This design comes from an exercise in tuning for small area, a short achievable clock period and few clock cycles per item on the open sky130 flow, not from production work. Only simulation tests tie the RTL to the original design; equivalence was not proved.

==> flow/design.v, too long to show whole: its modules and the start of the top module <==
// module yuv2rgb_top: 594 lines
module yuv2rgb_top #(
	parameter int img_width = 320,
	parameter int img_height = 240
) (
	input logic CLOCK_50_I,
	input logic Resetn,
	input logic start,
	input logic [15:0] read_data,
	output logic [15:0] write_data,
	output logic [17:0] address,
	output logic write_en_n,
	output logic done
);
  // ...
==> flow/run.sh <==
#!/bin/bash
# synth_recipe.tcl (not shown) runs the flow's synth.tcl, then flattens the netlist and writes it again
# the make line also repeats each setting of config.mk as NAME=value (left out here)
make -C /OpenROAD-flow-scripts/flow DESIGN_CONFIG=/design/flow/config.mk WORK_HOME=/design/flow/orfs CLKGATE_MAP_FILE= SYNTH_SCRIPT=/design/flow/synth_recipe.tcl finish
==> flow/config.mk <==
export PLATFORM = sky130hd
export DESIGN_NAME = yuv2rgb_top
export DESIGN_NICKNAME = yuv2rgb_top
export VERILOG_FILES = /design/flow/design.v
export SDC_FILE = /design/flow/constraint.sdc
export NUM_CORES = 4
export LEC_CHECK = 0
export CAP_MARGIN = 20
export CORE_MARGIN = 2
export CORE_UTILIZATION = 40
export CTS_BUF_LIST = sky130_fd_sc_hd__clkbuf_8
export CTS_CLUSTER_SIZE = 30
export SLEW_MARGIN = 20
==> flow/constraint.sdc <==
create_clock -name core_clock -period 11.0 [get_ports {CLOCK_50_I}]
set_input_delay 2.2000 -clock core_clock [delete_from_list [all_inputs] [get_ports {CLOCK_50_I}]]
set_output_delay 2.2000 -clock core_clock [all_outputs]
set_load 0.01 [all_outputs]
==> impl_metrics.tcl, run 1 <==
set metrics [dict create \
    synth_fp_nets 2739 \
    final-setup-viol-count 0 \
    place_congestion 0.906 \
    worst_slack_ns 7.24 \
    ys.warnings.count 2 \
    crit_required_ns 8.80 \
    grt_pass1_vias 16700 \
    clockBufferDepth 3 \
    met1_usage_pct 24.5 \
    slowest_stage "clkdlybuf4s50_1" \
    drt-total-wl_microns 56100 \
    synth.ff_latch_count 437 \
    synth_top_family_by_area "adder cells" \
    n_all_buffers 68 \
    synthAdderAreaFrac_pct 27.8 \
    synth.distinct_cells 69 \
    async_reset_ff_share_pct 1.60 \
    status "finished clean" \
    vias_per_cell 4.85 \
    fmax_ghz 0.266 \
    h-tree-depth 3 \
    layout.nets 2841 \
]
Testbench counts, summed over its fixed seeds: cycles 1,152,168, frames 6.
==> run 2, diff against run 1 <==
--- a/flow/config.mk
+++ b/flow/config.mk
@@ -10,4 +10,5 @@
 export CORE_UTILIZATION = 40
 export CTS_BUF_LIST = sky130_fd_sc_hd__clkbuf_8
-export CTS_CLUSTER_SIZE = 30
+export CTS_CLUSTER_DIAMETER = 100
+export CTS_CLUSTER_SIZE = 16
 export SLEW_MARGIN = 20
==> impl_metrics.tcl, run 2 <==
set metrics [dict create \
    status "finished clean" \
    startpoint_type "register" \
    clockBufferDepth 3 \
    critPathArrivalTime_ns 1.56 \
    ioPinCount 55 \
    place_congestion 0.906 \
    grt_pass1_vias 16200 \
    cts_tree "yes" \
    cts_setup_buffers 0 \
    synth-edff-count 176 \
    nFillCells 5903 \
    hold_class "register to register" \
    relSlewSlack_pct 30.9 \
    rsz0062_at_grt "no" \
    drc_errors 0 \
    synth_fp_nets 2739 \
    fin_util_pct 44.1 \
    ys_seq_area_share_pct 41.9 \
    h-tree-depth 2 \
    synth.avg_cell_area_sq_um 11.0 \
    synth_area_sq_mm 0.0252 \
    cts_resized 0 \
    layout.nets 2798 \
    dpl_worst_slack_ns 7.35 \
    met1_usage_pct 24.8 \
    met3_usage_pct 2.81 \
    final_common_cell "inv_1" \
    drt-pass1-iter-count 7 \
    wl_per_cell_microns 17.3 \
    drive_gt1_share_pct 3.63 \
    min_period_ns 3.76 \
    worst_slack_ns 7.24 \
    cp.buffers_inverters 2 \
    row_count 91 \
    async_reset_ff_share_pct 1.60 \
    grt_pass1_wl_microns 89400 \
    worst_pin_slew_ns 1.03 \
    synth_top_cell_by_area "edfxtp_1" \
    fin_skew_ns 0.0440 \
    numPortBuffers 54 \
    globalRouteTotalUtil_pct 17.7 \
    synth.ff_latch_count 437 \
    hold_violations 0 \
    crit_chain "inv_1 -> clkdlybuf4s50_1" \
    top_usage_layer "met2" \
    clkSlewWorstSetupHoldPaths_ns 0.11 \
    dr.first_iter.drc_count 875 \
    antenna_left 0 \
    drt-total-wl_microns 55300 \
    cts_hold_buf 0 \
    dp_hpwl_microns 43900 \
    antenna_found_initial 2 \
    vias_per_cell 4.89 \
    whs_ns 0.408 \
    globalRouteMet2Util_pct 28.5 \
    root_buffer "clkbuf_8" \
    numCtsBuffers 34 \
    netlist_top_cells_area "edfxtp_1 (21%), dfxtp_1 (20%), fa_1 (17%)" \
    synth_commonest_cells "inv_1 (484), dfxtp_1 (254), ha_1 (226)" \
    synth_cells 2286 \
    die_y_microns 255 \
    synth.most_common_cell "inv_1" \
    fmax_ghz 0.266 \
    maxCapViolations 0 \
    post-route-period-util_pct 34.2 \
    final_cell_mix "inv_1 (503), dfxtp_1 (254), ha_1 (226)" \
    crit_required_ns 8.80 \
    regArea_sq_mm 0.0105 \
    ys.warnings.count 2 \
    start_util_pct 40.6 \
    fin_area_sq_mm 0.0273 \
    synth_flop_cell "dfxtp_1" \
    synth.distinct_cells 69 \
    post_dp_cell_area_sq_mm 0.0267 \
    end_kind "output port" \
    final.setup.tns_ns 0 \
    critPathKind "register to output port" \
    slew_viol_final 0 \
    largest_reg_flops 96 \
    clock_latency_ns 0.62 \
    multi_input_area_sq_mm 0.0127 \
    slowest_delay_ns 0.52 \
    overflow 0 \
    vias 15700 \
    syn_to_final_growth_pct 8.61 \
    slowest_stage "clkdlybuf4s50_1" \
    die-area_sq_mm 0.0649 \
    synth_top_cell_area_share_pct 21.0 \
    cp_top_family "buffers and inverters" \
    final-setup-viol-count 0 \
    path_max_fanout 1 \
    die_w_microns 255 \
    clock-sinks 437 \
    coreArea_sq_mm 0.0619 \
    grt_max_degree 90 \
]
[run 2: final cells by class]
class	instances	area share, %
Antenna cell	2	0.0183
Timing Repair Buffer	68	2.38
Multi-Input combinational cell	1320	46.3
Clock buffer	36	1.81
Sequential cell	437	38.6
Inverter	484	6.65
Clock inverter	22	0.407
Tap cell	837	3.83
[run 2: metal layers]
metal	vias up	routed length, microns	share of wire (%)
li1	7655	-	-
met1	7670	26400	48
met2	262	25300	46
met3	78	2220	4.0
met4	0	1390	2.5
met5	-	0	0
[run 2: logic make-up after synthesis]
logic type,share of synthesized area (%)
buf+inv,7.92
flops,41.9
mux,1.40
xor+xnor,3.90
simple gates,6.90
fa+ha+maj,27.8
compound gates,10.2
[run 2: path summary, 6_finish.rpt]
path,slack [ns],end,cells after the start,from
worst max-delay path,7.24,write_en_n,2,write_en$_DFF_PN0_
worst min-delay path,0.41,pu_p[0]$_DFF_P_,0,pv_p[0]$_DFF_P_
worst max register to register,7.30,mg_c$_DFF_P_,14,pu_p[5]$_DFF_P_
worst min register to register,0.41,pu_p[0]$_DFF_P_,0,pv_p[0]$_DFF_P_
max in group asynchronous,8.81,ph[0]$_DFF_PN1_,1,Resetn
min in group asynchronous,1.87,ph[2]$_DFF_PN0_,1,Resetn
[run 2: through the flow]
step | cells
3_3_place_gp | 3146
6_report | 3206
4_1_cts | 3204
2_1_floorplan | 2286
5_1_grt | 3205
3_5_place_dp | 3146
[run 2: worst reg2reg max path, delay by kind of cell, from the launching register on]
family                     cells  cell delay [ns]
adders and majority gates      4             1.55
AOI/OAI and AO/OA              7             1.09
DFF                            1             0.66
buffers and inverters          2             0.19
and+or+nand+nor                1             0.06
==> run 3, diff against run 2 <==
--- a/flow/config.mk
+++ b/flow/config.mk
@@ -9,6 +9,5 @@
 export CORE_MARGIN = 2
 export CORE_UTILIZATION = 40
-export CTS_BUF_LIST = sky130_fd_sc_hd__clkbuf_8
-export CTS_CLUSTER_DIAMETER = 100
-export CTS_CLUSTER_SIZE = 16
+export CTS_BUF_LIST = sky130_fd_sc_hd__clkbuf_4 sky130_fd_sc_hd__clkbuf_8
+export CTS_CLUSTER_SIZE = 25
 export SLEW_MARGIN = 20
==> impl_metrics.tcl, run 3 <==
set metrics [dict create \
    async_reset_ff_share_pct 1.60 \
    maxCapViolations 0 \
    grt_pass1_wl_microns 90900 \
    numPortBuffers 54 \
    cp_top_family "buffers and inverters" \
    fmax_ghz 0.266 \
    die-area_sq_mm 0.0649 \
    fin_skew_ns 0.0226 \
    overflow 0 \
    reg2reg_slack_ns 7.34 \
    drt-pass1-iter-count 7 \
    grt_pass1_vias 16700 \
    layout.nets 2841 \
    clockBufferDepth 3 \
    antenna_left 0 \
    row_count 91 \
    final_common_cell "inv_1" \
    synth.ff_latch_count 437 \
    r2r_cells 14 \
    rsz0062_at_grt "no" \
    synth_flop_cell "dfxtp_1" \
    ioPinCount 55 \
    h-tree-depth 3 \
    antenna_found_initial 2 \
    slew_viol_final 0 \
    cts_hold_buf 0 \
    hold_class "register to register" \
    slowest_stage "clkdlybuf4s50_1" \
    clock_latency_ns 0.65 \
    hold_violations 0 \
    min_path_cells 0 \
    crit_chain "inv_1 -> clkdlybuf4s50_1" \
    critPathKind "register to output port" \
    root_buffer "clkbuf_8" \
    path_max_fanout 1 \
    crit_required_ns 8.80 \
    largest_reg_flops 96 \
    critPathArrivalTime_ns 1.56 \
    vias 16000 \
    die_w_microns 255 \
    cts_resized 0 \
    dr.first_iter.drc_count 805 \
    synth_area_sq_mm 0.0252 \
    min_period_ns 3.76 \
    drt-total-wl_microns 56100 \
    netlist_top_cells_area "edfxtp_1 (21%), dfxtp_1 (20%), fa_1 (17%)" \
    synth_fp_nets 2739 \
    ys_seq_area_share_pct 41.9 \
    drc_errors 0 \
    syn_to_final_growth_pct 12.6 \
    final_cell_mix "inv_1 (484), dfxtp_1 (254), ha_1 (226)" \
    synth-edff-count 176 \
    worst_pin_slew_ns 1.01 \
    final-setup-viol-count 0 \
    clkSlewWorstSetupHoldPaths_ns 0.06 \
    synth.distinct_cells 69 \
    ys.warnings.count 2 \
    numCtsBuffers 77 \
    start_util_pct 40.6 \
    die_y_microns 255 \
    synth_top_cell_by_area "edfxtp_1" \
    place_congestion 0.906 \
    relSlewSlack_pct 32.3 \
    cts_setup_buffers 0 \
    grt_max_degree 90 \
    wl_per_cell_microns 17.1 \
    synth_commonest_cells "inv_1 (484), dfxtp_1 (254), ha_1 (226)" \
    cts_tree "yes" \
    status "finished clean" \
    worstHoldStart "pv_p[0]$_DFF_P_" \
    coreArea_sq_mm 0.0619 \
    synth_top_cell_area_share_pct 21.0 \
    end_kind "output port" \
    nFillCells 5829 \
    synth.avg_cell_area_sq_um 11.0 \
    vias_per_cell 4.86 \
    synth.most_common_cell "inv_1" \
    crit-reg2reg-launch "pv_p[8]$_DFF_P_" \
    clock-sinks 437 \
    r2r-end "mg_c$_DFF_P_" \
    globalRouteTotalUtil_pct 18.1 \
    slowest_delay_ns 0.52 \
    startpoint_type "register" \
    hold_path_end "pu_p[0]$_DFF_P_" \
    synth_cells 2286 \
    dp_hpwl_microns 43900 \
    drive_gt1_share_pct 7.23 \
    cp.buffers_inverters 2 \
    final.setup.tns_ns 0 \
    fin_util_pct 45.7 \
    post-route-period-util_pct 34.2 \
    whs_ns 0.394 \
]
run 3: kinds of logic (layout without fill, tap and decap cells):
| logic type | Yosys count | after routing | share of synthesized area, % |
|---|---|---|---|
| AND/OR/NAND/NOR | 349 | 349 | 6.90 |
| AO/OA/AOI/OAI | 391 | 391 | 10.2 |
| buffers and inverters | 529 | 690 | 7.92 |
| XOR/XNOR | 112 | 112 | 3.90 |
| adder cells (fa/ha/maj) | 434 | 434 | 27.8 |
| flip-flops | 437 | 437 | 41.9 |
| multiplexers | 34 | 34 | 1.40 |
| other | 0 | 2 | 0 |
run 3: how the worst max path moves through the flow:
stage | cells past startpoint | slack (ns) | to | startpoint
floorplan | 5 | 4.67 | cw[11][1]$_DFFE_PP_ | ph[3]$_DFF_PN1_
global placement | 14 | 7.24 | mg_c$_DFF_P_ | pu_p[5]$_DFF_P_
detailed placement | 14 | 7.35 | mg_c$_DFF_P_ | pu_p[5]$_DFF_P_
CTS | 2 | 7.18 | write_en_n | write_en$_DFF_PN0_
global route | 14 | 7.12 | mg_c$_DFF_P_ | pv_p[8]$_DFF_P_
finish | 2 | 7.24 | write_en_n | write_en$_DFF_PN0_
run 3: through the flow:
step	worst slack (ns)	std cells	cell area, sq um
finish	7.24	3286	28300
global route	7.12	3285	28300
CTS	7.18	3284	28300
detailed placement	7.35	3146	26700
global placement	7.24	3146	26700
floorplan	4.67	2286	25200
run 3: cell type report:
cell class	instances	area [sq um]	share of cell area, %
diodes	2	5.00	0.0177
inverters	484	1820	6.41
well taps	837	1050	3.70
clock buffers	113	1440	5.07
multi-input cells	1320	12700	44.7
flip-flops and latches	437	10500	37.2
clock inverters	25	169	0.596
repair buffers	68	649	2.29
run 3: worst register-to-register path: cells and delay by family (launching register included):
| family | cells | cell delay (ns) |
|---|---|---|
| adders and majority gates | 4 | 1.61 |
| AOI/OAI and AO/OA | 7 | 1.12 |
| DFF | 1 | 0.56 |
| buffers and inverters | 2 | 0.20 |
| and+or+nand+nor | 1 | 0.06 |
run 3: per-layer routing:
layer	vias to the layer above	GRT usage, %	part of all wire [%]
met4	0	5.95	2.6
met3	94	3.57	4.6
met5	-	0	0
met1	7731	24.5	47
met2	358	29.0	46
li1	7778	-	-
==> run 4, diff against run 3 <==
--- a/flow/config.mk
+++ b/flow/config.mk
@@ -9,5 +9,3 @@
 export CORE_MARGIN = 2
 export CORE_UTILIZATION = 40
-export CTS_BUF_LIST = sky130_fd_sc_hd__clkbuf_4 sky130_fd_sc_hd__clkbuf_8
-export CTS_CLUSTER_SIZE = 25
 export SLEW_MARGIN = 20
==> impl_metrics.tcl, run 4 <==
set metrics [dict create \
    antenna_left 0 \
    fin_util_pct 45.7 \
    syn_to_final_growth_pct 12.5 \
    synth_cells 2286 \
    wl_per_cell_microns 17.2 \
    drive_gt1_share_pct 5.05 \
    die-area_sq_mm 0.0649 \
    crit-reg2reg-launch "pv_p[8]$_DFF_P_" \
    grt_pass1_wl_microns 90300 \
    startpoint_type "register" \
    grt_pass1_vias 16400 \
    place_congestion 0.906 \
    synth.ff_latch_count 437 \
    insertedDiodeCount 0 \
    numCtsBuffers 48 \
    synth_mux_area_share_pct 1.40 \
    min_period_ns 3.72 \
    end_kind "output port" \
    path_max_fanout 1 \
    synth_fp_nets 2739 \
    crit_required_ns 8.80 \
    yosys.area_share.simple_pct 6.90 \
    clock_latency_ns 0.60 \
    worstHoldStart "pv_p[0]$_DFF_P_" \
    h-tree-depth 2 \
    final_common_cell "inv_1" \
    die_w_microns 255 \
    synth_flop_cell "dfxtp_1" \
    synth_compound_area_share_pct 10.2 \
    fin_area_sq_mm 0.0283 \
    final-setup-viol-count 0 \
    status "finished clean" \
    critPathArrivalTime_ns 1.52 \
    post-route-period-util_pct 33.8 \
    synth-edff-count 176 \
    grt_max_degree 90 \
    async_reset_ff_share_pct 1.60 \
    row_count 91 \
    multi_input_area_sq_mm 0.0127 \
    globalRouteTotalUtil_pct 17.9 \
    drc_errors 0 \
    synth_top_cell_area_share_pct 21.0 \
    synth_top_cell_by_area "edfxtp_1" \
    synth_top_family_by_area "adder cells" \
    clock-sinks 437 \
    ioPinCount 55 \
    start_util_pct 40.6 \
    relSlewSlack_pct 31.4 \
    vias_per_cell 4.88 \
    dr.first_iter.drc_count 866 \
    final.setup.tns_ns 0 \
    synth_commonest_cells "inv_1 (484), dfxtp_1 (254), ha_1 (226)" \
    ys_seq_area_share_pct 41.9 \
    root_buffer "clkbuf_16" \
    nFillCells 5789 \
    post_dp_cell_area_sq_mm 0.0267 \
    cts_tree "yes" \
    critPathLaunch "write_en$_DFF_PN0_" \
    cts_setup_buffers 0 \
    vias 15800 \
    layout.nets 2812 \
    worst_pin_slew_ns 1.02 \
    largest_reg_flops 96 \
    cts_resized 0 \
    synth-xor-area-share_pct 3.90 \
    clockBufferDepth 3 \
    netlist_top_cells_area "edfxtp_1 (21%), dfxtp_1 (20%), fa_1 (17%)" \
    die_y_microns 255 \
    synthAdderAreaFrac_pct 27.8 \
    dp_hpwl_microns 43900 \
    reg2reg_slack_ns 7.35 \
    drt-total-wl_microns 55700 \
    synth.avg_cell_area_sq_um 11.0 \
    fmax_ghz 0.269 \
    overflow 0 \
    maxCapViolations 0 \
    antenna_found_initial 0 \
    final_cell_mix "inv_1 (484), dfxtp_1 (254), ha_1 (226)" \
    synth.most_common_cell "inv_1" \
    synth_area_sq_mm 0.0252 \
    critPathKind "register to output port" \
    coreArea_sq_mm 0.0619 \
    clkSlewWorstSetupHoldPaths_ns 0.06 \
    cts_hold_buf 0 \
    ys.warnings.count 2 \
    hold_violations 0 \
    slew_viol_final 0 \
    fin_skew_ns 0.0297 \
    drt-pass1-iter-count 5 \
    rsz0062_at_grt "no" \
    hold_class "register to register" \
    synth.distinct_cells 69 \
    numPortBuffers 54 \
    regArea_sq_mm 0.0105 \
]
[run 4: logic make-up (layout without fill, tap and decap cells)]
group | Yosys count | after routing
buffers and inverters | 529 | 640
flip-flops | 437 | 437
adder cells (fa/ha/maj) | 434 | 434
AO/OA/AOI/OAI | 391 | 391
AND/OR/NAND/NOR | 349 | 349
XOR/XNOR | 112 | 112
multiplexers | 34 | 34
[run 4: area by class of cell]
type / count / share of cell area [%]
clock buffer: 69 / 4.92
clock inverter: 19 / 0.712
inverter: 484 / 6.42
multi-input combinational: 1320 / 44.7
sequential: 437 / 37.3
tap: 837 / 3.70
timing repair buffer: 68 / 2.29
[run 4: through the flow]
stage	cells	hold slack [ns]	worst slack, ns
6_report	3234	0.402	7.28
5_1_grt	3234	0.418	7.12
4_1_cts	3234	0.405	7.23
3_5_place_dp	3146	0.391	7.35
3_3_place_gp	3146	0.401	7.24
2_1_floorplan	2286	0.355	4.67
[run 4: path summary, 6_finish.rpt]
kind | endpoint | cells past startpoint
max in group asynchronous | ph[3]$_DFF_PN1_ | 1
min in group asynchronous | ph[2]$_DFF_PN0_ | 1
worst max-delay path | write_en_n | 2
worst min-delay path | pu_p[0]$_DFF_P_ | 0
worst min register to register | pu_p[0]$_DFF_P_ | 0
worst max register to register | mg_c$_DFF_P_ | 14
[run 4: metal layers]
metal | vias to the layer above | track usage (%) | part of all wire [%]
met2 | 299 | 29.3 | 47
met3 | 72 | 2.67 | 3.6
li1 | 7706 | - | -
met1 | 7701 | 25.0 | 48
met5 | - | 0 | 0
met4 | 0 | 4.24 | 1.9
[run 4: critical path, cell delays in order, from the launching register on]
cell and delay, ns:
dfrtp_1 0.36, inv_1 0.05, clkdlybuf4s50_1 0.52
==> run 5, diff against run 4 <==
--- a/flow/config.mk
+++ b/flow/config.mk
@@ -9,3 +9,6 @@
 export CORE_MARGIN = 2
 export CORE_UTILIZATION = 40
+export CTS_BUF_LIST = sky130_fd_sc_hd__clkbuf_16
+export CTS_CLUSTER_DIAMETER = 100
+export CTS_CLUSTER_SIZE = 25
 export SLEW_MARGIN = 20
==> impl_metrics.tcl, run 5 <==
set metrics [dict create \
    clockBufferDepth 3 \
    synth_cells 2286 \
    ys.warnings.count 2 \
    grt_pass1_wl_microns 89200 \
    cts_resized 0 \
    dp_hpwl_microns 43900 \
    drive_gt1_share_pct 3.28 \
    coreArea_sq_mm 0.0619 \
    final_cell_mix "inv_1 (494), dfxtp_1 (254), ha_1 (226)" \
    synth.avg_cell_area_sq_um 11.0 \
    synth_fp_nets 2739 \
    root_buffer "clkbuf_16" \
    dr.first_iter.drc_count 775 \
    globalRouteTotalUtil_pct 17.5 \
    antenna_found_initial 1 \
    hold_violations 0 \
    insertedDiodeCount 0 \
    final.setup.tns_ns 0 \
    ioPinCount 55 \
    antenna_left 0 \
    nFillCells 5881 \
    drt-pass1-iter-count 5 \
    numPortBuffers 54 \
    netlist_top_cells_area "edfxtp_1 (21%), dfxtp_1 (20%), fa_1 (17%)" \
    layout.nets 2787 \
    synth_area_sq_mm 0.0252 \
    die-area_sq_mm 0.0649 \
    overflow 0 \
    whs_ns 0.415 \
    status "finished clean" \
    hold_class "register to register" \
    post-route-period-util_pct 33.7 \
    fin_skew_ns 0.0231 \
    end_kind "output port" \
    synth.ff_latch_count 437 \
    grt_max_degree 90 \
    slew_viol_final 0 \
    fmax_ghz 0.269 \
    clkSlewWorstSetupHoldPaths_ns 0.11 \
    final-setup-viol-count 0 \
    synth_commonest_cells "inv_1 (484), dfxtp_1 (254), ha_1 (226)" \
    drc_errors 0 \
    start_util_pct 40.6 \
    ys_seq_area_share_pct 41.9 \
    maxCapViolations 0 \
    synth_flop_cell "dfxtp_1" \
    place_congestion 0.906 \
    largest_reg_flops 96 \
    dpl_worst_slack_ns 7.35 \
    path_max_fanout 1 \
    synth_top_cell_area_share_pct 21.0 \
    numCtsBuffers 23 \
    vias 15600 \
    fin_util_pct 44.3 \
    die_w_microns 255 \
    synth.distinct_cells 69 \
    critPathKind "register to output port" \
    vias_per_cell 4.90 \
    startpoint_type "register" \
    min_period_ns 3.71 \
    synth.most_common_cell "inv_1" \
    rsz0062_at_grt "no" \
    wl_per_cell_microns 17.2 \
    cts_setup_buffers 0 \
    critPathArrivalTime_ns 1.51 \
    die_y_microns 255 \
    cts_hold_buf 0 \
    drt-total-wl_microns 54900 \
    synth_top_cell_by_area "edfxtp_1" \
    cts_tree "yes" \
    row_count 91 \
    syn_to_final_growth_pct 9.05 \
    grt_pass1_vias 16100 \
    relSlewSlack_pct 30.8 \
    crit_required_ns 8.80 \
    h-tree-depth 1 \
    clock_latency_ns 0.57 \
    async_reset_ff_share_pct 1.60 \
    worst_pin_slew_ns 1.03 \
    final_common_cell "inv_1" \
    clock-sinks 437 \
    worst_slack_ns 7.29 \
    synth-edff-count 176 \
]
-- run 5: cell types whose count changed in the layout (fill, tap and decap cells not counted), sizes merged --
cell,change
bufinv,-1
clkbuf,-45
clkinv,-7
clkinvlp,-4
inv,+10
-- run 5: final timing paths --
kind | from | endpoint | slack [ns] | cells after the start
max in group asynchronous | Resetn | ph[0]$_DFF_PN1_ | 8.76 | 1
min in group asynchronous | Resetn | ph[2]$_DFF_PN0_ | 1.91 | 1
setup / recovery | write_en$_DFF_PN0_ | write_en_n | 7.29 | 2
hold / removal | pv_p[0]$_DFF_P_ | pu_p[0]$_DFF_P_ | 0.42 | 0
hold reg to reg | pv_p[0]$_DFF_P_ | pu_p[0]$_DFF_P_ | 0.42 | 0
setup reg to reg | pu_p[5]$_DFF_P_ | mg_c$_DFF_P_ | 7.32 | 14
-- run 5: logic make-up (layout without fill, tap and decap cells) --
| kind of cell | count (synthesis) | after routing | synth area share, % |
|---|---|---|---|
| buf+inv | 529 | 593 | 7.92 |
| simple gates | 349 | 349 | 6.90 |
| compound gates | 391 | 391 | 10.2 |
| fa+ha+maj | 434 | 434 | 27.8 |
| flops | 437 | 437 | 41.9 |
| mux | 34 | 34 | 1.40 |
| xor+xnor | 112 | 112 | 3.90 |
-- run 5: per-layer routing --
layer  global-route usage [%]  wire [microns]  vias up
li1                         -               -     7631
met1                     25.1           26600     7708
met2                     29.1           25700      234
met3                     1.81            1750       53
met4                     3.24             840        0
met5                        0               0        -
-- run 5: stage by stage --
step / area [sq um] / instances
after floorplan: 25200 / 2286
after global placement: 26700 / 3146
after detailed placement: 26700 / 3146
after CTS: 27400 / 3187
after global routing: 27400 / 3187
final: 27400 / 3187
-- run 5: layout make-up --
type                       count  area, sq um  area share, %
clock buffer                  24          601           2.19
sequential                   437        10500           38.4
tap                          837         1050           3.82
clock inverter                17          123          0.447
inverter                     484         1820           6.62
multi-input combinational   1320        12700           46.1
timing repair buffer          68          649           2.37
-- run 5: critical path, cell delays in order, from the launching register on --
cell             delay, ns
dfrtp_1               0.37
inv_1                 0.05
clkdlybuf4s50_1       0.52
==> run 6, diff against run 5 <==
--- a/flow/config.mk
+++ b/flow/config.mk
@@ -10,5 +10,5 @@
 export CORE_UTILIZATION = 40
 export CTS_BUF_LIST = sky130_fd_sc_hd__clkbuf_16
-export CTS_CLUSTER_DIAMETER = 100
-export CTS_CLUSTER_SIZE = 25
+export CTS_CLUSTER_DIAMETER = 120
+export CTS_CLUSTER_SIZE = 20
 export SLEW_MARGIN = 20
==> impl_metrics.tcl, run 6 <==
set metrics [dict create \
    async_reset_ff_share_pct 1.60 \
    coreArea_sq_mm 0.0619 \
    wl_per_cell_microns 17.3 \
    slowest_stage "clkdlybuf4s50_1" \
    drive_gt1_share_pct 3.23 \
    antenna_found_initial 1 \
    cp_top_family "buffers and inverters" \
    hold_violations 0 \
    crit-reg2reg-launch "pv_p[8]$_DFF_P_" \
    largest_reg_flops 96 \
    nFillCells 5871 \
    clockBufferDepth 3 \
    final_cell_mix "inv_1 (501), dfxtp_1 (254), ha_1 (226)" \
    synth_cells 2286 \
    startpoint_type "register" \
    vias_per_cell 4.88 \
    start_util_pct 40.6 \
    synth_fp_nets 2739 \
    die_y_microns 255 \
    crit_required_ns 8.80 \
    die_w_microns 255 \
    slew_viol_final 0 \
    whs_ns 0.414 \
    clkSlewWorstSetupHoldPaths_ns 0.09 \
    cts_setup_buffers 0 \
    maxCapViolations 0 \
    synth_area_sq_mm 0.0252 \
    hold_path_end "cw[2][4]$_DFFE_PP_" \
    layout.nets 2790 \
    r2r_cells 14 \
    ys.warnings.count 2 \
    drt-total-wl_microns 55300 \
    drt-pass1-iter-count 5 \
    vias 15600 \
    final.setup.tns_ns 0 \
    hold_class "register to register" \
    grt_pass1_vias 16200 \
    ioPinCount 55 \
    critPathKind "register to output port" \
    netlist_top_cells_area "edfxtp_1 (21%), dfxtp_1 (20%), fa_1 (17%)" \
    grt_pass1_wl_microns 89700 \
    min_path_cells 0 \
    cp.depth 2 \
    numCtsBuffers 26 \
    synth.ff_latch_count 437 \
    dp_hpwl_microns 43900 \
    clock_latency_ns 0.58 \
    cts_resized 0 \
    status "finished clean" \
    worst_slack_ns 7.29 \
    cp.buffers_inverters 2 \
    min_period_ns 3.71 \
    place_congestion 0.906 \
    critPathArrivalTime_ns 1.51 \
    syn_to_final_growth_pct 9.22 \
    antenna_left 0 \
    worst_pin_slew_ns 1.05 \
    h-tree-depth 1 \
    synth.distinct_cells 69 \
    final-setup-viol-count 0 \
    fin_area_sq_mm 0.0275 \
    cts_tree "yes" \
    relSlewSlack_pct 29.5 \
    row_count 91 \
    synth-edff-count 176 \
    insertedDiodeCount 0 \
    ys_seq_area_share_pct 41.9 \
    numPortBuffers 54 \
    clock-sinks 437 \
    reg2reg_slack_ns 7.34 \
    grt_max_degree 90 \
    slowest_delay_ns 0.52 \
    overflow 0 \
    synth_commonest_cells "inv_1 (484), dfxtp_1 (254), ha_1 (226)" \
    globalRouteTotalUtil_pct 17.6 \
    rsz0062_at_grt "no" \
    r2r-end "mg_c$_DFF_P_" \
    die-area_sq_mm 0.0649 \
    synth_top_cell_area_share_pct 21.0 \
    path_max_fanout 1 \
    final_common_cell "inv_1" \
    synth_flop_cell "dfxtp_1" \
    dr.first_iter.drc_count 801 \
    post_dp_cell_area_sq_mm 0.0267 \
    synth.avg_cell_area_sq_um 11.0 \
    synth.most_common_cell "inv_1" \
    worstHoldStart "cw[3][4]$_DFFE_PP_" \
    root_buffer "clkbuf_16" \
    post-route-period-util_pct 33.7 \
    fin_skew_ns 0.0193 \
    crit_chain "inv_1 -> clkdlybuf4s50_1" \
    cts_hold_buf 0 \
    end_kind "output port" \
    dpl_worst_slack_ns 7.35 \
    fmax_ghz 0.270 \
    synth_top_cell_by_area "edfxtp_1" \
    drc_errors 0 \
]
run 6: how the worst max path moves through the flow:
| stage | start | endpoint | slack, ns |
|---|---|---|---|
| after floorplan | ph[3]$_DFF_PN1_ | cw[11][1]$_DFFE_PP_ | 4.67 |
| after global placement | pu_p[5]$_DFF_P_ | mg_c$_DFF_P_ | 7.24 |
| after detailed placement | pu_p[5]$_DFF_P_ | mg_c$_DFF_P_ | 7.35 |
| after CTS | write_en$_DFF_PN0_ | write_en_n | 7.25 |
| after global routing | pv_p[8]$_DFF_P_ | mg_c$_DFF_P_ | 7.10 |
| final | write_en$_DFF_PN0_ | write_en_n | 7.29 |
run 6: worst register-to-register path: cells and delay by family, from the launching register on:
family	cells	cell delay [ns]
adders and majority gates	4	1.60
AOI/OAI and AO/OA	7	1.12
DFF	1	0.56
buffers and inverters	2	0.19
and+or+nand+nor	1	0.06
run 6: final cells by class:
class | count | area (sq um) | share of cell area [%]
Clock buffer | 27 | 676 | 2.46
Timing Repair Buffer | 68 | 649 | 2.36
Inverter | 484 | 1820 | 6.61
Sequential cell | 437 | 10500 | 38.4
Clock inverter | 19 | 91.3 | 0.332
Multi-Input combinational cell | 1320 | 12700 | 46.0
Tap cell | 837 | 1050 | 3.81
run 6: routing by layer:
| layer | vias to the layer above | global-route usage, % | part of all wire (%) |
|---|---|---|---|
| li1 | 7647 | - | - |
| met1 | 7661 | 25.0 | 49 |
| met2 | 227 | 29.4 | 47 |
| met3 | 53 | 1.88 | 3.1 |
| met4 | 0 | 3.22 | 1.5 |
| met5 | - | 0 | 0 |
run 6: logic make-up (layout without fill, tap and decap cells):
kind of cell | Yosys count | count (layout) | synth area share, %
buffers and inverters | 529 | 598 | 7.92
flip-flops | 437 | 437 | 41.9
AND/OR/NAND/NOR | 349 | 349 | 6.90
adder cells (fa/ha/maj) | 434 | 434 | 27.8
multiplexers | 34 | 34 | 1.40
XOR/XNOR | 112 | 112 | 3.90
AO/OA/AOI/OAI | 391 | 391 | 10.2
run 6: metrics by stage:
stage | util (%) | cells
after floorplan | - | 2286
after global placement | 43.1 | 3146
after detailed placement | 43.1 | 3146
after CTS | 44.4 | 3192
after global routing | 44.4 | 3192
final | 44.4 | 3192
==> run 7, diff against run 6 <==
==> flow/flow/run.sh (new file) <==
#!/bin/bash
# Standard layout, with the port buffers made from buf_2 cells instead of the
# default choice (a delay buffer), so the paths to the outputs are shorter.
set -e
export BUFFER_PORTS_ARGS="-buffer_cell sky130_fd_sc_hd__buf_2"
bash standard.sh > standard.log 2>&1
==> flow/standard.sh (new file) <==
#!/bin/bash
# synth_recipe.tcl (not shown) runs the flow's synth.tcl, then flattens the netlist and writes it again
# the make line also repeats each setting of config.mk as NAME=value (left out here)
make -C /OpenROAD-flow-scripts/flow DESIGN_CONFIG=/design/flow/config.mk WORK_HOME=/design/flow/orfs CLKGATE_MAP_FILE= SYNTH_SCRIPT=/design/flow/synth_recipe.tcl "${@:-finish}"
--- a/flow/config.mk
+++ b/flow/config.mk
@@ -9,6 +9,3 @@
 export CORE_MARGIN = 2
 export CORE_UTILIZATION = 40
-export CTS_BUF_LIST = sky130_fd_sc_hd__clkbuf_16
-export CTS_CLUSTER_DIAMETER = 120
-export CTS_CLUSTER_SIZE = 20
 export SLEW_MARGIN = 20
removed: flow/run.sh
==> impl_metrics.tcl, run 7 <==
set metrics [dict create \
    status "finished clean" \
    synth-edff-count 176 \
    start_util_pct 40.6 \
    cp.depth 14 \
    fin_skew_ns 0.0185 \
    clock-sinks 437 \
    synth.distinct_cells 69 \
    cts_hold_buf 0 \
    critPathLaunch "pv_n[3]$_DFF_P_" \
    fin_util_pct 45.3 \
    wl_per_cell_microns 17.3 \
    vias_per_cell 4.86 \
    die_w_microns 255 \
    relSlewSlack_pct 30.0 \
    insertedDiodeCount 0 \
    r2r-end "mg_c$_DFF_P_" \
    worstHoldStart "cw[1][4]$_DFFE_PP_" \
    path_common_cell "a21o_1" \
    cp.buffers_inverters 2 \
    synth_top_cell_area_share_pct 21.0 \
    critPathArrivalTime_ns 4.17 \
    ys_seq_area_share_pct 41.9 \
    synth.ff_latch_count 437 \
    slew_viol_final 0 \
    crit_required_ns 11.46 \
    synth_fp_nets 2739 \
    drt-pass1-iter-count 8 \
    cts_tree "yes" \
    startpoint_type "register" \
    antenna_left 0 \
    synth_cells 2286 \
    grt_pass1_vias 16700 \
    end_kind "register" \
    grt_max_degree 62 \
    clockBufferDepth 3 \
    final.setup.tns_ns 0 \
    die-area_sq_mm 0.0649 \
    syn_to_final_growth_pct 11.6 \
    final_common_cell "inv_1" \
    slowest_stage "dfxtp_1" \
    fmax_ghz 0.269 \
    crit_chain "inv_1 -> ha_1 -> fa_1 -> fa_1 -> inv_1 -> ha_1 -> a21o_1 -> a21o_1 -> a21o_1 -> a21o_1 -> a21oi_1 -> nor2_1 -> a211oi_1 -> o21ai_0" \
    layout.nets 2812 \
    grt_pass1_wl_microns 90800 \
    vias 15700 \
    post-route-period-util_pct 33.7 \
    final-setup-viol-count 0 \
    drc_errors 0 \
    hold_class "register to register" \
    synth_top_cell_by_area "edfxtp_1" \
    endpoint "mg_c$_DFF_P_" \
    root_buffer "clkbuf_16" \
    dp_hpwl_microns 43900 \
    synth.most_common_cell "inv_1" \
    numCtsBuffers 47 \
    clkSlewWorstSetupHoldPaths_ns 0.07 \
    synth_flop_cell "dfxtp_1" \
    coreArea_sq_mm 0.0619 \
    ys.warnings.count 2 \
    largest_reg_flops 96 \
    netlist_top_cells_area "edfxtp_1 (21%), dfxtp_1 (20%), fa_1 (17%)" \
    worst_pin_slew_ns 1.05 \
    cp_top_family "adder cells" \
    synth.avg_cell_area_sq_um 11.0 \
    h-tree-depth 2 \
    clock_latency_ns 0.59 \
    drt-total-wl_microns 56100 \
    row_count 91 \
    globalRouteTotalUtil_pct 18.0 \
    drive_gt1_share_pct 7.21 \
    r2r_cells 14 \
    slowest_delay_ns 0.52 \
    overflow 0 \
    async_reset_ff_share_pct 1.60 \
    nFillCells 5818 \
    path_max_fanout 6 \
    crit-reg2reg-launch "pv_n[3]$_DFF_P_" \
    final_cell_mix "inv_1 (484), dfxtp_1 (254), ha_1 (226)" \
    ioPinCount 55 \
    dr.first_iter.drc_count 857 \
    synth_commonest_cells "inv_1 (484), dfxtp_1 (254), ha_1 (226)" \
    die_y_microns 255 \
    reg2reg_slack_ns 7.29 \
    critPathKind "register to register" \
    min_period_ns 3.71 \
    rsz0062_at_grt "no" \
    numPortBuffers 54 \
    maxCapViolations 0 \
    antenna_found_initial 0 \
    synth_area_sq_mm 0.0252 \
    cts_resized 0 \
    place_congestion 0.923 \
    hold_violations 0 \
    cts_setup_buffers 0 \
]
run 7: cell counts after synthesis:
No cell type changed its count.
run 7: cells by family (layout without fill, tap and decap cells):
kind of cell	Yosys count	count (layout)	synth area share, %
buf+inv	529	641	7.92
simple gates	349	349	6.90
xor+xnor	112	112	3.90
mux	34	34	1.40
compound gates	391	391	10.2
fa+ha+maj	434	434	27.8
flops	437	437	41.9
run 7: cell type report:
cell class / instances / area [sq um] / share of cell area, %
multi-input cells: 1320 / 12700 / 45.1
flip-flops and latches: 437 / 10500 / 37.6
inverters: 484 / 1820 / 6.47
clock buffers: 67 / 1370 / 4.86
well taps: 837 / 1050 / 3.73
repair buffers: 69 / 383 / 1.36
clock inverters: 21 / 254 / 0.905
run 7: how the worst min path moves through the flow:
| stage | slack, ns | endpoint | cells past startpoint |
|---|---|---|---|
| after floorplan | 0.36 | pu_p[0]$_DFF_P_ | 0 |
| after global placement | 0.40 | cw[6][0]$_DFFE_PP_ | 0 |
| after detailed placement | 0.40 | cw[8][7]$_DFFE_PP_ | 0 |
| after CTS | 0.42 | cw[8][4]$_DFFE_PP_ | 0 |
| after global routing | 0.42 | pu_p[0]$_DFF_P_ | 0 |
| final | 0.42 | cw[0][4]$_DFFE_PP_ | 0 |
run 7: layer usage:
metal	routed length, microns	global-route usage (%)	vias to the layer above
li1	-	-	7716
met1	26700	25.1	7672
met2	25900	29.4	253
met3	2330	2.87	77
met4	1140	4.13	0
met5	0	0	-
run 7: through the flow:
step | area, sq um | setup WS, ns | hold slack (ns) | cells
2_1_floorplan | 25200 | 4.67 | 0.355 | 2286
6_report | 28100 | 7.29 | 0.416 | 3235
5_1_grt | 28100 | 7.04 | 0.423 | 3235
3_5_place_dp | 26400 | 7.34 | 0.405 | 3147
4_1_cts | 28100 | 7.33 | 0.419 | 3235
3_3_place_gp | 26400 | 7.28 | 0.401 | 3147
run 7: worst reg2reg max path, cell delays in order, from the launching register on:
cell and delay, ns:
dfxtp_1 0.52, inv_1 0.20, ha_1 0.28, fa_1 0.50, fa_1 0.52, inv_1 0.04
ha_1 0.30, a21o_1 0.18, a21o_1 0.16, a21o_1 0.16, a21o_1 0.17, a21oi_1 0.14
nor2_1 0.06, a211oi_1 0.24, o21ai_0 0.13
==> run 8, diff against run 7 <==
==> flow/flow/run.sh (replaced) <==
#!/bin/bash
# Standard layout, with the port buffers made from buf_1 cells instead of the
# default choice (a delay buffer): smaller, and faster to the outputs.
set -e
export BUFFER_PORTS_ARGS="-buffer_cell sky130_fd_sc_hd__buf_1"
bash standard.sh > standard.log 2>&1
==> impl_metrics.tcl, run 8 <==
set metrics [dict create \
    clockBufferDepth 3 \
    cp.depth 14 \
    cts_resized 0 \
    relSlewSlack_pct 28.4 \
    synth.distinct_cells 69 \
    cts_tree "yes" \
    worstHoldStart "cw[7][5]$_DFFE_PP_" \
    path_max_fanout 7 \
    hold_class "register to register" \
    root_buffer "clkbuf_16" \
    post-route-period-util_pct 33.5 \
    synth.avg_cell_area_sq_um 11.0 \
    clock_latency_ns 0.59 \
    ys.warnings.count 2 \
    synth_top_cell_by_area "edfxtp_1" \
    grt_pass1_wl_microns 90800 \
    reg2reg_slack_ns 7.31 \
    cts_setup_buffers 0 \
    cts_hold_buf 0 \
    grt_pass1_vias 16500 \
    numCtsBuffers 48 \
    drt-pass1-iter-count 6 \
    die-area_sq_mm 0.0649 \
    die_w_microns 255 \
    path_common_cell "a21o_1" \
    r2r_cells 14 \
    antenna_left 0 \
    drc_errors 0 \
    final_cell_mix "inv_1 (484), dfxtp_1 (254), ha_1 (226)" \
    numPortBuffers 54 \
    coreArea_sq_mm 0.0619 \
    overflow 0 \
    synth.most_common_cell "inv_1" \
    synth_top_cell_area_share_pct 21.0 \
    min_period_ns 3.69 \
    row_count 91 \
    endpoint "mg_c$_DFF_P_" \
    final-setup-viol-count 0 \
    fin_cells 3236 \
    status "finished clean" \
    critPathKind "register to register" \
    cp.buffers_inverters 2 \
    crit_required_ns 11.47 \
    fin_skew_ns 0.0152 \
    dp.cells 3147 \
    insertedDiodeCount 0 \
    largest_reg_flops 96 \
    syn_to_final_growth_pct 11.4 \
    final.setup.tns_ns 0 \
    vias 15900 \
    wl_per_cell_microns 17.4 \
    synth-edff-count 176 \
    globalRouteTotalUtil_pct 18.0 \
    synth_area_sq_mm 0.0252 \
    drt-total-wl_microns 56400 \
    synth_commonest_cells "inv_1 (484), dfxtp_1 (254), ha_1 (226)" \
    netlist_top_cells_area "edfxtp_1 (21%), dfxtp_1 (20%), fa_1 (17%)" \
    synth_cells 2286 \
    h-tree-depth 2 \
    dp_hpwl_microns 44100 \
    dr.first_iter.drc_count 1080 \
    ioPinCount 55 \
    clock-sinks 437 \
    clkSlewWorstSetupHoldPaths_ns 0.07 \
    vias_per_cell 4.90 \
    antenna_found_initial 0 \
    slowest_delay_ns 0.56 \
    drive_gt1_share_pct 5.17 \
    crit_chain "inv_1 -> ha_1 -> fa_1 -> fa_1 -> inv_1 -> ha_1 -> a21o_1 -> a21o_1 -> a21o_1 -> a21o_1 -> a21oi_1 -> nor2_1 -> a211oi_1 -> o21ai_0" \
    final_common_cell "inv_1" \
    grt_max_degree 62 \
    start_util_pct 40.6 \
    critPathArrivalTime_ns 4.15 \
    synth_flop_cell "dfxtp_1" \
    worst_pin_slew_ns 1.07 \
    synth_fp_nets 2739 \
    place_congestion 0.929 \
    layout.nets 2813 \
    slew_viol_final 0 \
    rsz0062_at_grt "no" \
    startpoint_type "register" \
    cp_top_family "adder cells" \
    fmax_ghz 0.271 \
    async_reset_ff_share_pct 1.60 \
    synth.ff_latch_count 437 \
    r2r-end "mg_c$_DFF_P_" \
    hold_violations 0 \
    crit-reg2reg-launch "pv_p[8]$_DFF_P_" \
    die_y_microns 255 \
    maxCapViolations 0 \
    critPathLaunch "pv_p[8]$_DFF_P_" \
    slowest_stage "dfxtp_1" \
    ys_seq_area_share_pct 41.9 \
    end_kind "register" \
]
==> run 8: changes by cell type in the layout (fill, tap and decap cells not counted) <==
cell	before	now
clkbuf_1	12	4
clkinv_2	6	8
clkbuf_16	50	51
clkinv_1	4	8
buf_2	54	0
clkinvlp_4	4	2
clkinvlp_2	0	1
clkinv_4	0	3
buf_1	0	54
inv_6	1	0
clkbuf_2	0	1
==> run 8: per-layer routing <==
metal,vias up,track usage [%],share of wire (%),wire [microns]
met1,7804,25.2,48,27000
met4,0,4.34,1.9,1100
met5,-,0,0,0
met2,280,29.3,46,25900
met3,74,2.92,4.4,2470
li1,7708,-,-,-
==> run 8: cell families (layout without fill, tap and decap cells) <==
group	after synthesis	in the layout	synth area share [%]
fa+ha+maj	434	434	27.8
xor+xnor	112	112	3.90
flops	437	437	41.9
simple gates	349	349	6.90
buf+inv	529	642	7.92
compound gates	391	391	10.2
mux	34	34	1.40
==> run 8: how the worst min path moves through the flow <==
stage | end | slack (ns) | cells past startpoint
5_1_grt | cw[6][6]$_DFFE_PP_ | 0.42 | 0
6_report | cw[6][5]$_DFFE_PP_ | 0.41 | 0
4_1_cts | cw[6][6]$_DFFE_PP_ | 0.42 | 0
2_1_floorplan | pu_p[0]$_DFF_P_ | 0.36 | 0
3_3_place_gp | cw[8][5]$_DFFE_PP_ | 0.40 | 0
3_5_place_dp | cw[10][5]$_DFFE_PP_ | 0.41 | 0
==> run 8: cell type report <==
type                       instances  area, sq um
clock buffer                      61         1370
tap                              837         1050
fill                            5788        33900
sequential                       437        10500
inverter                         484         1820
clock inverter                    28          287
timing repair buffer              69          315
multi-input combinational       1320        12700
==> run 8: per-stage QoR <==
stage	area [sq um]	hold slack [ns]	worst slack, ns	util, %
final	28000	0.412	7.31	45.3
after global routing	28000	0.421	7.10	45.3
after CTS	28000	0.419	7.33	45.3
after detailed placement	26400	0.406	7.33	42.6
after global placement	26400	0.400	7.28	42.6
after floorplan	25200	0.355	4.67	-
==> run 8: worst register-to-register path: stages, from the launching register on <==
cell,delay (ns)
dfxtp_1,0.56
inv_1,0.16
ha_1,0.27
fa_1,0.49
fa_1,0.52
inv_1,0.05
ha_1,0.31
a21o_1,0.18
a21o_1,0.16
a21o_1,0.17
a21o_1,0.16
a21oi_1,0.13
nor2_1,0.06
a211oi_1,0.21
o21ai_0,0.13
==> run 9, diff against run 8 <==
--- a/flow/config.mk
+++ b/flow/config.mk
@@ -9,3 +9,6 @@
 export CORE_MARGIN = 2
 export CORE_UTILIZATION = 40
+export CTS_BUF_LIST = sky130_fd_sc_hd__clkbuf_16
+export CTS_CLUSTER_DIAMETER = 120
+export CTS_CLUSTER_SIZE = 20
 export SLEW_MARGIN = 20
==> impl_metrics.tcl, run 9 <==
set metrics [dict create \
    status "finished clean" \
    clock-sinks 437 \
    min_path_cells 0 \
    cts_resized 0 \
    fin_skew_ns 0.0318 \
    crit-reg2reg-launch "pv_p[8]$_DFF_P_" \
    synth.ff_latch_count 437 \
    layout.nets 2791 \
    coreArea_sq_mm 0.0619 \
    met1_usage_pct 24.8 \
    clkSlewWorstSetupHoldPaths_ns 0.09 \
    slew_viol_final 0 \
    met3_usage_pct 2.60 \
    regArea_sq_mm 0.0105 \
    clockBufferDepth 3 \
    ys_seq_area_share_pct 41.9 \
    min_period_ns 3.70 \
    h-tree-depth 1 \
    dp_hpwl_microns 44100 \
    rsz0062_at_grt "no" \
    fin_area_sq_mm 0.0272 \
    critPathArrivalTime_ns 4.13 \
    vias 15600 \
    insertedDiodeCount 0 \
    numCtsBuffers 26 \
    synth_fp_nets 2739 \
    worstHoldStart "cw[7][5]$_DFFE_PP_" \
    cts_setup_buffers 0 \
    dr.first_iter.drc_count 1018 \
    final.setup.tns_ns 0 \
    wl_per_cell_microns 17.4 \
    synth_flop_cell "dfxtp_1" \
    hold_path_end "cw[6][5]$_DFFE_PP_" \
    root_buffer "clkbuf_16" \
    numPortBuffers 54 \
    drt-pass1-iter-count 7 \
    grt_max_degree 62 \
    synth_top_cell_area_share_pct 21.0 \
    row_count 91 \
    place_congestion 0.929 \
    hold_class "register to register" \
    grt_pass1_vias 16300 \
    largest_reg_flops 96 \
    final-setup-viol-count 0 \
    vias_per_cell 4.88 \
    cts_tree "yes" \
    globalRouteTotalUtil_pct 17.6 \
    antenna_found_initial 0 \
    die_w_microns 255 \
    synth_area_sq_mm 0.0252 \
    drc_errors 0 \
    post-route-period-util_pct 33.7 \
    r2r_cells 14 \
    multi_input_area_sq_mm 0.0127 \
    relSlewSlack_pct 27.5 \
    die_y_microns 255 \
    netlist_top_cells_area "edfxtp_1 (21%), dfxtp_1 (20%), fa_1 (17%)" \
    synth.distinct_cells 69 \
    synth.avg_cell_area_sq_um 11.0 \
    startpoint_type "register" \
    nFillCells 5884 \
    hold_violations 0 \
    crit_required_ns 11.43 \
    reg2reg_slack_ns 7.30 \
    overflow 0 \
    critPathKind "register to register" \
    final_cell_mix "inv_1 (499), dfxtp_1 (254), ha_1 (226)" \
    ioPinCount 55 \
    start_util_pct 40.6 \
    synth-edff-count 176 \
    post_dp_cell_area_sq_mm 0.0264 \
    cts_hold_buf 0 \
    die-area_sq_mm 0.0649 \
    synth_cells 2286 \
    final_common_cell "inv_1" \
    drt-total-wl_microns 55400 \
    worst_pin_slew_ns 1.08 \
    fin_util_pct 43.9 \
    maxCapViolations 0 \
    r2r-end "mg_c$_DFF_P_" \
    path_max_fanout 7 \
    clock_latency_ns 0.58 \
    syn_to_final_growth_pct 7.99 \
    synth.most_common_cell "inv_1" \
    synth_top_cell_by_area "edfxtp_1" \
    top_usage_layer "met2" \
    antenna_left 0 \
    ys.warnings.count 2 \
    drive_gt1_share_pct 3.23 \
    grt_pass1_wl_microns 89200 \
    globalRouteMet2Util_pct 28.9 \
    fmax_ghz 0.270 \
    synth_commonest_cells "inv_1 (484), dfxtp_1 (254), ha_1 (226)" \
    async_reset_ff_share_pct 1.60 \
    end_kind "register" \
]
[run 9: changes by cell type in the layout (fill, tap and decap cells not counted), sizes merged]
cell,delta
clkbuf,-34
clkinv,-18
inv,+15
bufinv,-4
clkinvlp,-3
[run 9: worst max-delay path, stage by stage, from the launching register on]
cell,delay [ns]
dfxtp_1,0.57
inv_1,0.16
ha_1,0.28
fa_1,0.49
fa_1,0.52
inv_1,0.05
ha_1,0.31
a21o_1,0.18
a21o_1,0.16
a21o_1,0.17
a21o_1,0.16
a21oi_1,0.13
nor2_1,0.06
a211oi_1,0.20
o21ai_0,0.12
[run 9: layout make-up]
class	count	area share (%)
tap	837	3.85
clock buffer	27	2.49
inverter	484	6.69
timing repair buffer	69	1.16
multi-input combinational	1320	46.6
clock inverter	18	0.405
sequential	437	38.8
[run 9: worst max-delay path by stage]
stage / start / to / slack (ns)
final: pv_p[8]$_DFF_P_ / mg_c$_DFF_P_ / 7.30
after global routing: pv_p[8]$_DFF_P_ / mg_c$_DFF_P_ / 7.06
after floorplan: ph[3]$_DFF_PN1_ / cw[11][1]$_DFFE_PP_ / 4.67
after global placement: pu_p[5]$_DFF_P_ / mg_c$_DFF_P_ / 7.28
after detailed placement: pu_p[5]$_DFF_P_ / mg_c$_DFF_P_ / 7.33
after CTS: pv_p[8]$_DFF_P_ / mg_c$_DFF_P_ / 7.30
[run 9: cells by family after synthesis]
logic type                 after synthesis  synth area share (%)
AOI/OAI and AO/OA                      391                  10.2
DFF                                    437                  41.9
buffers and inverters                  529                  7.92
xor gates and xnor gates               112                  3.90
muxes                                   34                  1.40
adders and majority gates              434                  27.8
and+or+nand+nor                        349                  6.90
[run 9: per-layer routing]
layer,up-vias,part of all wire [%]
met5,-,0
met4,0,1.8
met3,56,4.4
met2,258,46
met1,7638,48
li1,7640,-
[run 9: stage by stage]
stage               hold WS (ns)  setup WS (ns)  std cells
finish                     0.416           7.30       3192
global route               0.423           7.06       3192
CTS                        0.414           7.30       3192
detailed placement         0.406           7.33       3147
global placement           0.400           7.28       3147
floorplan                  0.355           4.67       2286

## port drivers added, routing unchanged
No port has a modelled driver above. Below, the same layouts with a new extraction and two added sets of constraints. Step 1, drivers: a clkbuf_16 drives CLOCK_50_I and a buf_2 each remaining input, both assumed. Step 2 times the ports against the registers' clock, not the clock port: input delays grow and output delays shrink by t, the midpoint of the rising clock arrivals with the driver on. Slacks: no drivers / after step 1 / after step 2; pairs: no drivers / after step 1.
run	t (ns)	slack for setup (ns)	worst data-port slew with drivers (ns)
run 1	0.696	7.242 / 7.185 / 7.331	0.03
run 2	0.649	7.240 / 7.192 / 7.302	0.03
run 3	0.696	7.238 / 7.182 / 7.340	0.03
run 4	0.643	7.281 / 7.225 / 7.354	0.03
run 5	0.617	7.289 / 7.234 / 7.317	0.03
run 6	0.621	7.292 / 7.238 / 7.340	0.03
run 7	0.630	7.288 / 7.288 / 7.288	0.05
run 8	0.639	7.313 / 7.313 / 7.313	0.05
run 9	0.627	7.298 / 7.298 / 7.298	0.05
After both steps setup and hold are still met in every run listed.
